From an optimization exercise on the open Yosys and OpenROAD flow, aimed at small area, a short achievable clock period and few clock cycles per item; shortcuts taken in it are not production practice. The RTL was checked by simulation tests, not by an equivalence proof against the original design. Power is estimated from default activity; no workload was simulated.

yarrow:
// redmule_mx_encoder
module redmule_mx_encoder #(
  parameter int DATA_W = 256,
  parameter int BITW = 16,
  parameter int NUM_LANES = 8
) (
  input logic clk_i,
  input logic rst_i,
  input logic fp16_valid_i,
  output logic fp16_ready_o,
  input logic [NUM_LANES*BITW-1:0] fp16_data_i,
  output logic mx_val_valid_o,
  input logic mx_val_ready_i,
  output logic [DATA_W-1:0] mx_val_data_o,
  output logic mx_exp_valid_o,
  input logic mx_exp_ready_i,
  output logic [7:0] mx_exp_data_o
);
For scale: about 3700 cells after synthesis, roughly 520 flip-flops, about 400 I/O pins, about 33000 um^2 of cells after synthesis.
==> flow/config.mk <==
export PLATFORM = sky130hd
export DESIGN_NAME = redmule_mx_encoder
export DESIGN_NICKNAME = redmule_mx_encoder
export VERILOG_FILES = /design/flow/design.v
export SDC_FILE = /design/flow/constraint.sdc
export NUM_CORES = 8
export LEC_CHECK = 0
export CAP_MARGIN = 20
export CORE_MARGIN = 2
export CORE_UTILIZATION = 55
export CTS_CLUSTER_DIAMETER = 150
export CTS_CLUSTER_SIZE = 25
export PLACE_DENSITY = 0.65
export SLEW_MARGIN = 20
export SYNTH_HIERARCHICAL = 1
==> flow/constraint.sdc <==
create_clock -name core_clock -period 55.0 [get_ports {clk_i}]
set_input_delay 11.0000 -clock core_clock [delete_from_list [all_inputs] [get_ports {clk_i}]]
set_output_delay 11.0000 -clock core_clock [all_outputs]
set_load 0.01 [all_outputs]
standard.sh (not shown) runs the stock make flow with config.mk's settings and CLKGATE_MAP_FILE= SYNTH_SCRIPT=/design/flow/synth_recipe.tcl, a recipe that flattens the netlist after the stock synthesis.
==> flow/flow/run.sh <==
#!/bin/bash
# Own layout flow: the standard ORFS flow, with these changes:
#  - synthesis is the standard flow's own script (synth_recipe.tcl) with yosys's generic "abc -fast" pass
#    skipped (SYNTH_ARGS=-noabc) and the final ABC mapping script replaced: flow/abc_leaf.script
#    for the small combinational modules, flow/abc_top.script for the top module. Registers and
#    their names are untouched by either change;
#  - the port buffers are sky130_fd_sc_hd__buf_2 instead of the default choice, and the output
#    ports' buffers become sky130_fd_sc_hd__buf_1 after global placement (flow/post_gpl.tcl);
#  - repair_timing aims for a setup margin of flow/margin.txt ns.
# ORFS writes each step's log under orfs/logs; make's own output goes to make.log here.
set -euo pipefail
W=$PWD
FL=$W/flow
RES=$W/orfs/results/$FLOW_PLATFORM/redmule_mx_encoder/base
MARGIN=$(cat $FL/margin.txt)
cat > $W/own_synth.tcl <<EOT
proc abc {args} {
  set i [lsearch -exact \$args -script]
  set leaf \$args
  lset leaf [expr {\$i + 1}] $FL/abc_leaf.script
  set top \$args
  lset top [expr {\$i + 1}] $FL/abc_top.script
  yosys abc {*}\$leaf redmule_mx_enc redmule_mx_norm
  yosys abc {*}\$top $FLOW_TOP
}
source $W/synth_recipe.tcl
EOT
export BUFFER_PORTS_ARGS="-buffer_cell sky130_fd_sc_hd__buf_2"
export SETUP_SLACK_MARGIN=$MARGIN
export SYNTH_ARGS=-noabc
if [[ -f $FL/post_gpl.tcl ]]; then export POST_GLOBAL_PLACE_TCL=$FL/post_gpl.tcl; fi
make -C $FLOW_HOME DESIGN_CONFIG=$W/config.mk WORK_HOME=$W/orfs CLKGATE_MAP_FILE= \
  SYNTH_SCRIPT=$W/own_synth.tcl "BUFFER_PORTS_ARGS=$BUFFER_PORTS_ARGS" \
  SETUP_SLACK_MARGIN=$MARGIN SYNTH_ARGS=-noabc finish > $W/make.log 2>&1
: # left out here: write the final layout as DEF
==> flow/flow/abc_leaf.script <==
&get -n
&st
&deepsyn -J 300 -T 900
&st
&dch -f
&nf -R 1000
&put
==> flow/flow/abc_top.script <==
&get -n
&st
&deepsyn -J 300 -T 900
&st
&dch -f
&nf -R 1000
&put
==> flow/flow/margin.txt <==
42.55
==> flow/flow/post_gpl.tcl <==
# The output ports drive only their 0.01 pF load: give their buffers the smallest drive.
set n 0
foreach bt [[ord::get_db_block] getBTerms] {
  if {[$bt getIoType] ne "OUTPUT"} continue
  foreach it [[$bt getNet] getITerms] {
    if {![$it isOutputSignal]} continue
    set inst [$it getInst]
    if {[[$inst getMaster] getName] eq "sky130_fd_sc_hd__buf_2"} {
      replace_cell [get_cells [$inst getName]] sky130_fd_sc_hd__buf_1
      incr n
    }
  }
}
puts "post_gpl: $n output port buffers set to sky130_fd_sc_hd__buf_1"
Testbench counts of yarrow, summed over its fixed seeds: cycles 2,064, blocks 512.
#### Input delta (sierra over yarrow)
==> flow/flow/margin.txt <==
42.5
## What came out
Between yarrow and sierra, the count of filler cells inserted in the layout does not differ in any meaningful way. Looking at yarrow and sierra, the total wirelength of the detailed-routed design is a wash. Net load switching power across yarrow and sierra: no real change. Going from yarrow to sierra, final period utilization about even; first-iteration DRC count rose 5.5%. Core utilization: sierra vs yarrow, no meaningful difference. Compared with yarrow, sierra has less setup slack. Compared with yarrow, in sierra minimum period implied by the final worst setup slack went up 0.069 ns, met3 routing resource usage after global routing increased by 0.20 points relative to the old numbers.

redmule_mx_encoder, a different RTL version from the one above (not shown whole).
Size in the first run: ~3,700 cells after synthesis, ~400 I/O pins, about 0.034 mm^2 of cells after synthesis.
export LEC_CHECK = 0
export CAP_MARGIN = 5
export CORE_MARGIN = 2
export CORE_UTILIZATION = 55
export CTS_CLUSTER_DIAMETER = 150
export CTS_CLUSTER_SIZE = 25
export PLACE_DENSITY = 0.65
export SLEW_MARGIN = 5
export SYNTH_HIERARCHICAL = 1
create_clock -name core_clock -period 55.0 [get_ports {clk_i}]
==> flow/flow/margin.txt <==
42.5
Scripts as last shown in full above: flow/flow/run.sh, flow/flow/abc_leaf.script, flow/flow/abc_top.script, flow/flow/post_gpl.tcl
Testbench counts at the start, summed over its fixed seeds: cycles 2,064, blocks 512.
Rerun with:
==> flow/flow/margin.txt (replaced) <==
42.6
CAP_MARGIN = 20   (was 5)
SLEW_MARGIN = 20   (was 5)
After rerunning: The new run finished clean; final cell count stays flat; sequential power is about the same; global-route usage increases by 0.27 points; fmax increases by 0.41%; power increases by 0.49%; via count increases by 0.44%; non-clock buffer count increases by 9; worst setup slack is better by 50 ps; synthesized cell count stays the same; synthesized area is unchanged.
Rerun with:
--- a/flow/flow/run.sh
+++ b/flow/flow/run.sh
@@ -5,6 +5,5 @@
 #    for the small combinational modules, flow/abc_top.script for the top module. Registers and
 #    their names are untouched by either change;
-#  - the port buffers are sky130_fd_sc_hd__buf_2 instead of the default choice, and the output
-#    ports' buffers become sky130_fd_sc_hd__buf_1 after global placement (flow/post_gpl.tcl);
+#  - the port buffers are sky130_fd_sc_hd__buf_2 instead of the default choice;
 #  - repair_timing aims for a setup margin of flow/margin.txt ns.
 # ORFS writes each step's log under orfs/logs; make's own output goes to make.log here.
@@ -29,5 +28,4 @@
 export SETUP_SLACK_MARGIN=$MARGIN
 export SYNTH_ARGS=-noabc
-if [[ -f $FL/post_gpl.tcl ]]; then export POST_GLOBAL_PLACE_TCL=$FL/post_gpl.tcl; fi
 make -C $FLOW_HOME DESIGN_CONFIG=$W/config.mk WORK_HOME=$W/orfs CLKGATE_MAP_FILE= \
   SYNTH_SCRIPT=$W/own_synth.tcl "BUFFER_PORTS_ARGS=$BUFFER_PORTS_ARGS" \
==> flow/flow/abc_leaf.script (replaced) <==
&get -n
&st
&deepsyn -T 60
&st
&dch -f
&nf -R 1000
&put
==> flow/flow/abc_top.script (replaced) <==
&get -n
&st
&dch -f
&nf -R 1000
&st
&syn2
&dch -f
&nf -R 1000
&st
&syn2
&dch -f
&nf -R 1000
&put
==> flow/flow/margin.txt (replaced) <==
42.5
CORE_UTILIZATION = 40   (was 55)
CTS_BUF_LIST = sky130_fd_sc_hd__clkbuf_4 sky130_fd_sc_hd__clkbuf_8   (was not set)
CTS_CLUSTER_DIAMETER = not set   (was 150)
CTS_CLUSTER_SIZE = 24   (was 25)
PLACE_DENSITY = 0.5   (was 0.65)
removed: flow/flow/post_gpl.tcl
Effect:
- The changed run finished clean
- cell count went up by 8.7%
- total power rose by 22%
- count of clock-buffer cells in the layout climbs by 98

Starting RTL as in the previous note.
export LEC_CHECK = 0
export CAP_MARGIN = 20
export CORE_MARGIN = 2
export CORE_UTILIZATION = 40
export CTS_CLUSTER_DIAMETER = 150
export CTS_CLUSTER_SIZE = 25
export PLACE_DENSITY = 0.5
export SLEW_MARGIN = 20
export SYNTH_HIERARCHICAL = 1
create_clock -name core_clock -period 55.0 [get_ports {clk_i}]
==> flow/flow/run.sh <==
#!/bin/bash
# Own layout flow: the standard ORFS flow, with these changes:
#  - synthesis is the standard flow's own script (synth_recipe.tcl) with yosys's generic "abc -fast" pass
#    skipped (SYNTH_ARGS=-noabc) and the final ABC mapping script replaced: flow/abc_leaf.script
#    for the small combinational modules, flow/abc_top.script for the top module. Registers and
#    their names are untouched by either change;
#  - the port buffers are sky130_fd_sc_hd__buf_2 instead of the default choice, and the output
#    ports' buffers become sky130_fd_sc_hd__buf_1 after global placement (flow/post_gpl.tcl);
#  - repair_timing aims for a setup margin of flow/margin.txt ns.
# ORFS writes each step's log under orfs/logs; make's own output goes to make.log here.
set -euo pipefail
W=$PWD
FL=$W/flow
RES=$W/orfs/results/$FLOW_PLATFORM/redmule_mx_encoder/base
MARGIN=$(cat $FL/margin.txt)
cat > $W/own_synth.tcl <<EOT
proc abc {args} {
  set i [lsearch -exact \$args -script]
  set leaf \$args
  lset leaf [expr {\$i + 1}] $FL/abc_leaf.script
  set top \$args
  lset top [expr {\$i + 1}] $FL/abc_top.script
  yosys abc {*}\$leaf redmule_mx_enc redmule_mx_norm
  yosys abc {*}\$top $FLOW_TOP
}
source $W/synth_recipe.tcl
EOT
export BUFFER_PORTS_ARGS="-buffer_cell sky130_fd_sc_hd__buf_2"
export SETUP_SLACK_MARGIN=$MARGIN
export SYNTH_ARGS=-noabc
if [[ -f $FL/post_gpl.tcl ]]; then export POST_GLOBAL_PLACE_TCL=$FL/post_gpl.tcl; fi
make -C $FLOW_HOME DESIGN_CONFIG=$W/config.mk WORK_HOME=$W/orfs CLKGATE_MAP_FILE= \
  SYNTH_SCRIPT=$W/own_synth.tcl "BUFFER_PORTS_ARGS=$BUFFER_PORTS_ARGS" \
  SETUP_SLACK_MARGIN=$MARGIN SYNTH_ARGS=-noabc finish > $W/make.log 2>&1
: # left out here: write the final layout as DEF
==> flow/flow/abc_leaf.script <==
&get -n
&st
&deepsyn -T 60
&st
&dch -f
&nf -R 1000
&put
==> flow/flow/abc_top.script <==
&get -n
&st
&dch -f
&nf -R 1000
&st
&syn2
&dch -f
&nf -R 1000
&st
&syn2
&dch -f
&nf -R 1000
&put
==> flow/flow/margin.txt <==
42.5
==> flow/flow/post_gpl.tcl <==
# The output ports drive only their 0.01 pF load: give their buffers the smallest drive.
set n 0
foreach bt [[ord::get_db_block] getBTerms] {
  if {[$bt getIoType] ne "OUTPUT"} continue
  foreach it [[$bt getNet] getITerms] {
    if {![$it isOutputSignal]} continue
    set inst [$it getInst]
    if {[[$inst getMaster] getName] eq "sky130_fd_sc_hd__buf_2"} {
      replace_cell [get_cells [$inst getName]] sky130_fd_sc_hd__buf_1
      incr n
    }
  }
}
puts "post_gpl: $n output port buffers set to sky130_fd_sc_hd__buf_1"
Testbench counts at the start, summed over its fixed seeds: cycles 2,064, blocks 512.
Edit:
==> flow/flow/abc_top.script (replaced) <==
&get -n
&st
&deepsyn -T 300
&st
&dch -f
&nf -R 1000
&put
- CORE_UTILIZATION: 40 -> 55
- PLACE_DENSITY: 0.5 -> 0.65
Effect: Routed wire length went down by 9.2%. Cell area went down by 1.5%. Clock skew went up by 13 ps. Power went down by 10%. Worst setup slack gets worse by 6.1 ps. Area after synthesis went down by 0.41%.
Edit:
==> flow/flow/abc_leaf.script (replaced) <==
&get -n
&st
&deepsyn -J 300 -T 900
&st
&dch -f
&nf -R 1000
&put
==> flow/flow/abc_top.script (replaced) <==
&get -n
&st
&deepsyn -J 300 -T 900
&st
&dch -f
&nf -R 1000
&put
==> flow/flow/margin.txt (replaced) <==
42.4
What happened: The changed run finished clean. Design area drops slightly. Routed wire length rises slightly. Clock skew went down by 6.9 ps. Combinational power is about the same. Power climbs slightly. Sequential power is about the same. Synthesized area stays the same.

The RTL this note starts from:
==> flow/design.v <==
module redmule_mx_norm (
  input logic [15:0] x_i,
  output logic [11:0] el_o
);
  logic [9:0] m, pre, h;
  logic [5:0] ks;
  logic [4:0] fs;
  logic enz;
  assign m = x_i[9:0];
  assign enz = |x_i[14:10];
  always_comb begin
    pre[9] = 1'b0;
    for (int i = 8; i >= 0; i--) pre[i] = pre[i + 1] | m[i + 1];
  end
  assign h = m & ~pre;
  always_comb begin
    ks = '0;
    for (int i = 0; i < 10; i++) ks = ks | ({6{h[i]}} & 6'(i + 23));
  end
  assign fs[4] = |(h[9:1] & m[8:0]);
  assign fs[3] = |(h[9:2] & m[7:0]);
  assign fs[2] = |(h[9:3] & m[6:0]);
  assign fs[1] = |(h[9:4] & m[5:0]);
  assign fs[0] = |(m[4:0] & pre[8:4]);
  assign el_o[11] = x_i[15];
  assign el_o[10:5] = enz ? {1'b1, x_i[14:10]} : ks;
  assign el_o[4:0] = enz ? {m[9:6], |m[5:0]} : fs;
endmodule
module redmule_mx_enc (
  input logic [11:0] el_i,
  input logic [5:0] kn_i,
  output logic [7:0] q_o
);
  logic [4:0] f, g;
  logic [5:0] k, j;
  logic [6:0] cy;
  logic co, rnd, nrm, sat, s0, s1, s2, s3, nz, r0, r1, t0, t1;
  logic [2:0] r;
  logic [3:0] sub;
  logic [6:0] c;
  assign f = el_i[4:0];
  assign k = el_i[10:5];
  assign co = &f[4:1];
  assign cy[0] = co;
  always_comb
    for (int i = 0; i < 6; i++) begin
      j[i] = k[i] ^ kn_i[i] ^ cy[i];
      cy[i + 1] = (k[i] & kn_i[i]) | (cy[i] & (k[i] ^ kn_i[i]));
    end
  assign rnd = f[1] & (f[0] | f[2]);
  assign r[0] = f[2] ^ rnd;
  assign r[1] = f[3] ^ (f[2] & f[1]);
  assign r[2] = f[4] ^ (f[3] & f[2] & f[1]);
  assign g = co ? 5'd0 : f;
  assign nz = |j[3:0];
  assign nrm = (j[5] && j[4] && nz) || (j == 6'd0);
  assign sat = (j == 6'd0) || (&j[3:0] && &r);
  assign s0 = j == 6'd48;
  assign s1 = j == 6'd47;
  assign s2 = j == 6'd46;
  assign s3 = j == 6'd45;
  assign r0 = g[2] & (g[1] | g[0] | g[3]);
  assign r1 = g[3] & (g[2] | g[1] | g[0] | g[4]);
  assign t0 = g[4] & g[3] & r0;
  assign t1 = g[4] & r1;
  assign sub[3] = s0 & t0;
  assign sub[2] = (s0 & !t0) | (s1 & t1);
  assign sub[1] = (s0 & (g[4] ^ (g[3] & r0))) | (s1 & !t1) | (s2 & g[4]);
  assign sub[0] = (s0 & (g[3] ^ r0)) | (s1 & (g[4] ^ r1)) | (s2 & !g[4]) | (s3 & |g);
  assign c[6:3] = nrm ? (j[3:0] | {4{sat}}) : {3'b000, sub[3]};
  assign c[2:0] = nrm ? (sat ? 3'b110 : r) : sub[2:0];
  assign q_o = {el_i[11], c};
endmodule
module redmule_mx_encoder #(
  parameter int DATA_W = 256,
  parameter int BITW = 16,
  parameter int NUM_LANES = 8
) (
  input logic clk_i,
  input logic rst_i,
  input logic fp16_valid_i,
  output logic fp16_ready_o,
  input logic [NUM_LANES*BITW-1:0] fp16_data_i,
  output logic mx_val_valid_o,
  input logic mx_val_ready_i,
  output logic [DATA_W-1:0] mx_val_data_o,
  output logic mx_exp_valid_o,
  input logic mx_exp_ready_i,
  output logic [7:0] mx_exp_data_o
);
  localparam int EW = 12;
  logic [NUM_LANES*EW-1:0] w_norm;
  logic [NUM_LANES*EW-1:0] r_c, r_d;
  logic [127:0] r_a, r_b;
  logic [EW-1:0] w_el [32];
  logic [255:0] w_enc;
  logic [5:0] r_km, w_kmax, w_kn;
  logic [47:0] w_kl, r_kl;
  logic r_klv;
  logic [8:0] w_col [6];
  logic [8:0] w_alive [7];
  logic w_special;
  logic [1:0] r_cnt, w_cnt;
  logic r_full, w_full, r_rdy, w_rdy, r_val_v, w_val_v, r_exp_v, w_exp_v;
  logic [7:0] r_exp;
  logic w_acc, w_go, w_lda, w_ldb, w_hda, w_hdb;
  for (genvar l = 0; l < NUM_LANES; l++) begin : g_norm
    redmule_mx_norm u_norm (.x_i(fp16_data_i[BITW*l +: BITW]), .el_o(w_norm[EW*l +: EW]));
    assign w_kl[6*l +: 6] = w_norm[EW*l + 5 +: 6];
  end
  always_comb
    for (int l = 0; l < NUM_LANES; l++) begin
      w_el[l] = r_c[EW*l +: EW];
      w_el[8 + l] = r_d[EW*l +: EW];
      w_el[16 + l] = r_a[EW*l +: EW];
      w_el[24 + l] = r_b[EW*l +: EW];
    end
  always_comb
    for (int b = 0; b < 6; b++) begin
      for (int i = 0; i < 8; i++) w_col[b][i] = r_kl[6*i + b] & r_klv;
      w_col[b][8] = r_km[b];
    end
  assign w_alive[6] = '1;
  always_comb
    for (int b = 5; b >= 0; b--) begin
      w_kmax[b] = |(w_alive[b + 1] & w_col[b]);
      w_alive[b] = w_alive[b + 1] & (w_col[b] | {9{!w_kmax[b]}});
    end
  assign w_special = &w_kmax;
  assign w_kn = w_kmax == 6'd0 ? 6'd16 : ~w_kmax;
  for (genvar i = 0; i < 32; i++) begin : g_enc
    logic [7:0] q;
    redmule_mx_enc u_enc (.el_i(w_el[i]), .kn_i(w_kn), .q_o(q));
    assign w_enc[8*i +: 8] = w_special ? 8'h7F : q;
  end
  assign w_acc = fp16_valid_i && r_rdy;
  assign w_lda = r_rdy && r_cnt == 2'd2;
  assign w_ldb = r_rdy && r_cnt == 2'd3;
  assign w_hda = !(w_go || w_lda);
  assign w_hdb = !(w_go || w_ldb);
  assign w_go = r_full && !r_exp_v;
  always_comb begin
    w_cnt = r_cnt + 2'(w_acc);
    w_full = (r_full && !w_go) || (w_acc && r_cnt == 2'd3);
    w_val_v = w_go || (r_val_v && !mx_val_ready_i);
    w_exp_v = w_go || (r_exp_v && !mx_exp_ready_i);
    case (w_cnt)
      2'd0: w_rdy = !w_full || !w_exp_v;
      2'd1: w_rdy = 1'b1;
      default: w_rdy = !w_val_v;
    endcase
  end
  always_ff @(posedge clk_i) begin
    if (rst_i) begin
      r_cnt <= '0;
      r_full <= 1'b0;
      r_rdy <= 1'b1;
      r_val_v <= 1'b0;
      r_exp_v <= 1'b0;
      r_klv <= 1'b0;
      r_km <= '0;
    end else begin
      r_klv <= w_acc;
      r_km <= w_go ? 6'd0 : w_kmax;
      r_cnt <= w_cnt;
      r_full <= w_full;
      r_rdy <= w_rdy;
      r_val_v <= w_val_v;
      r_exp_v <= w_exp_v;
    end
  end
  always_ff @(posedge clk_i) begin
    r_kl <= w_kl;
    if (r_rdy && r_cnt == 2'd0) r_c <= w_norm;
    if (r_rdy && r_cnt == 2'd1) r_d <= w_norm;
    r_a[95:0] <= ({96{w_go}} & w_enc[95:0]) | ({96{w_lda}} & w_norm) | ({96{w_hda}} & r_a[95:0]);
    r_b[95:0] <= ({96{w_go}} & w_enc[223:128]) | ({96{w_ldb}} & w_norm) | ({96{w_hdb}} & r_b[95:0]);
    if (w_go) begin
      r_a[127:96] <= w_enc[127:96];
      r_b[127:96] <= w_enc[255:224];
    end
    if (w_go) r_exp <= w_special ? 8'hFF : w_kmax == 6'd0 ? 8'h00 : 8'(w_kmax) + 8'd72;
  end
  assign fp16_ready_o = r_rdy;
  assign mx_val_valid_o = r_val_v;
  assign mx_exp_valid_o = r_exp_v;
  assign mx_val_data_o = {r_b, r_a};
  assign mx_exp_data_o = r_exp;
endmodule
Settings: LEC_CHECK=0, CAP_MARGIN=20, CORE_MARGIN=2, CORE_UTILIZATION=55, CTS_CLUSTER_DIAMETER=150, CTS_CLUSTER_SIZE=25, PLACE_DENSITY=0.65, SLEW_MARGIN=20, SYNTH_HIERARCHICAL=1; clock period 55.0 ns.
==> flow/flow/run.sh <==
#!/bin/bash
# Own layout flow: the standard ORFS flow, with these changes:
#  - synthesis is the standard flow's own script (synth_recipe.tcl) with yosys's generic "abc -fast" pass
#    skipped (SYNTH_ARGS=-noabc) and the final ABC mapping script replaced: flow/abc_leaf.script
#    for the small combinational modules, flow/abc_top.script for the top module. Registers and
#    their names are untouched by either change;
#  - the port buffers are sky130_fd_sc_hd__buf_2 instead of the default choice, and the output
#    ports' buffers become sky130_fd_sc_hd__buf_1 after global placement (flow/post_gpl.tcl);
#  - repair_timing aims for a setup margin of flow/margin.txt ns.
# ORFS writes each step's log under orfs/logs; make's own output goes to make.log here.
set -euo pipefail
W=$PWD
FL=$W/flow
RES=$W/orfs/results/$FLOW_PLATFORM/redmule_mx_encoder/base
MARGIN=$(cat $FL/margin.txt)
cat > $W/own_synth.tcl <<EOT
proc abc {args} {
  set i [lsearch -exact \$args -script]
  set leaf \$args
  lset leaf [expr {\$i + 1}] $FL/abc_leaf.script
  set top \$args
  lset top [expr {\$i + 1}] $FL/abc_top.script
  yosys abc {*}\$leaf redmule_mx_enc redmule_mx_norm
  yosys abc {*}\$top $FLOW_TOP
}
source $W/synth_recipe.tcl
EOT
export BUFFER_PORTS_ARGS="-buffer_cell sky130_fd_sc_hd__buf_2"
export SETUP_SLACK_MARGIN=$MARGIN
export SYNTH_ARGS=-noabc
export REMOVE_ABC_BUFFERS=1
if [[ -f $FL/post_gpl.tcl ]]; then export POST_GLOBAL_PLACE_TCL=$FL/post_gpl.tcl; fi
make -C $FLOW_HOME DESIGN_CONFIG=$W/config.mk WORK_HOME=$W/orfs CLKGATE_MAP_FILE= \
  SYNTH_SCRIPT=$W/own_synth.tcl "BUFFER_PORTS_ARGS=$BUFFER_PORTS_ARGS" \
  SETUP_SLACK_MARGIN=$MARGIN SYNTH_ARGS=-noabc finish > $W/make.log 2>&1
: # left out here: write the final layout as DEF
==> flow/flow/abc_leaf.script <==
&get -n
&st
&deepsyn -J 300 -T 900
&st
&dch -f
&nf -R 1000
&put
==> flow/flow/abc_top.script <==
&get -n
&st
&deepsyn -J 300 -T 900
&st
&dch -f
&nf -R 1000
&put
==> flow/flow/margin.txt <==
42.5
Scripts as last shown in full above: flow/flow/post_gpl.tcl
Testbench counts at the start, summed over its fixed seeds: cycles 2,064, blocks 512.
Edit:
--- a/flow/flow/run.sh
+++ b/flow/flow/run.sh
@@ -29,5 +29,4 @@
 export SETUP_SLACK_MARGIN=$MARGIN
 export SYNTH_ARGS=-noabc
-export REMOVE_ABC_BUFFERS=1
 if [[ -f $FL/post_gpl.tcl ]]; then export POST_GLOBAL_PLACE_TCL=$FL/post_gpl.tcl; fi
 make -C $FLOW_HOME DESIGN_CONFIG=$W/config.mk WORK_HOME=$W/orfs CLKGATE_MAP_FILE= \
==> flow/flow/abc_leaf.script (replaced) <==
&get -n
&st
&deepsyn -T 60
&st
&dch -f
&nf -R 1000
&put
==> flow/flow/abc_top.script (replaced) <==
&get -n
&st
&dch -f
&nf -R 1000
&st
&syn2
&dch -f
&nf -R 1000
&st
&syn2
&dch -f
&nf -R 1000
&put
==> flow/flow/margin.txt (replaced) <==
42.7
- CORE_UTILIZATION: 55 -> 40
- PLACE_DENSITY: 0.65 -> 0.5
Result: The changed run ran to the end with no violations. Cell count rose by a little under a tenth. Sequential share of layout area drops by 0.65 points. Total power increases by roughly a tenth. Synthesized area rises slightly. Fmax goes up slightly. Flip-flop and latch count does not change. Combinational power is higher by about a fifth.

## port drivers added, routing unchanged
The flow's constraints put no driver on any port. The routed layouts listed below were extracted and timed again, unchanged, in two steps. Step 1 assumes that a clkbuf_16 drives the clock port and a buf_2 every other input. Step 2 moves the port delays by t, midway between the first and last clock arrival at a register: inputs arrive t later, outputs are due t later. That takes back most of the time a late clock gives input paths. Slacks: ideal / step 1 / step 2; pairs: ideal / step 1.
run | t, ns | setup slack, ns | worst setup path after step 2 | slew at the worst register clock pin (ns) | pins driven straight from the clock port
yarrow | 0.663 | 42.583 / 42.517 / 42.010 | input to register | 0.11 / 0.11 | 1
sierra | 0.663 | 42.514 / 42.456 / 41.895 | input to register | 0.12 / 0.12 | 1
the first run of note 2 | 0.667 | 42.551 / 42.486 / 41.945 | input to register | 0.11 / 0.11 | 1
the second run of note 2 | 0.672 | 42.601 / 42.564 / 41.977 | input to register | 0.12 / 0.12 | 1
the third run of note 2 | 0.783 | 42.555 / 42.490 / 41.817 | input to register | 0.07 / 0.07 | 1
the first run of note 3 | 0.678 | 42.557 / 42.484 / 41.947 | input to register | 0.11 / 0.11 | 1
the second run of note 3 | 0.667 | 42.551 / 42.486 / 41.945 | input to register | 0.11 / 0.11 | 1
the third run of note 3 | 0.663 | 42.494 / 42.448 / 41.875 | input to register | 0.12 / 0.12 | 1
the first run of note 4 | 0.662 | 42.542 / 42.477 / 41.926 | input to register | 0.11 / 0.11 | 1
the second run of note 4 | 0.682 | 42.693 / 42.623 / 42.067 | input to register | 0.12 / 0.12 | 1
After both steps setup and hold are still met in every run listed. The setup slack of the third run of note 2, which loses most, moves by -0.065 ns with the drivers and by -0.738 ns with both steps.
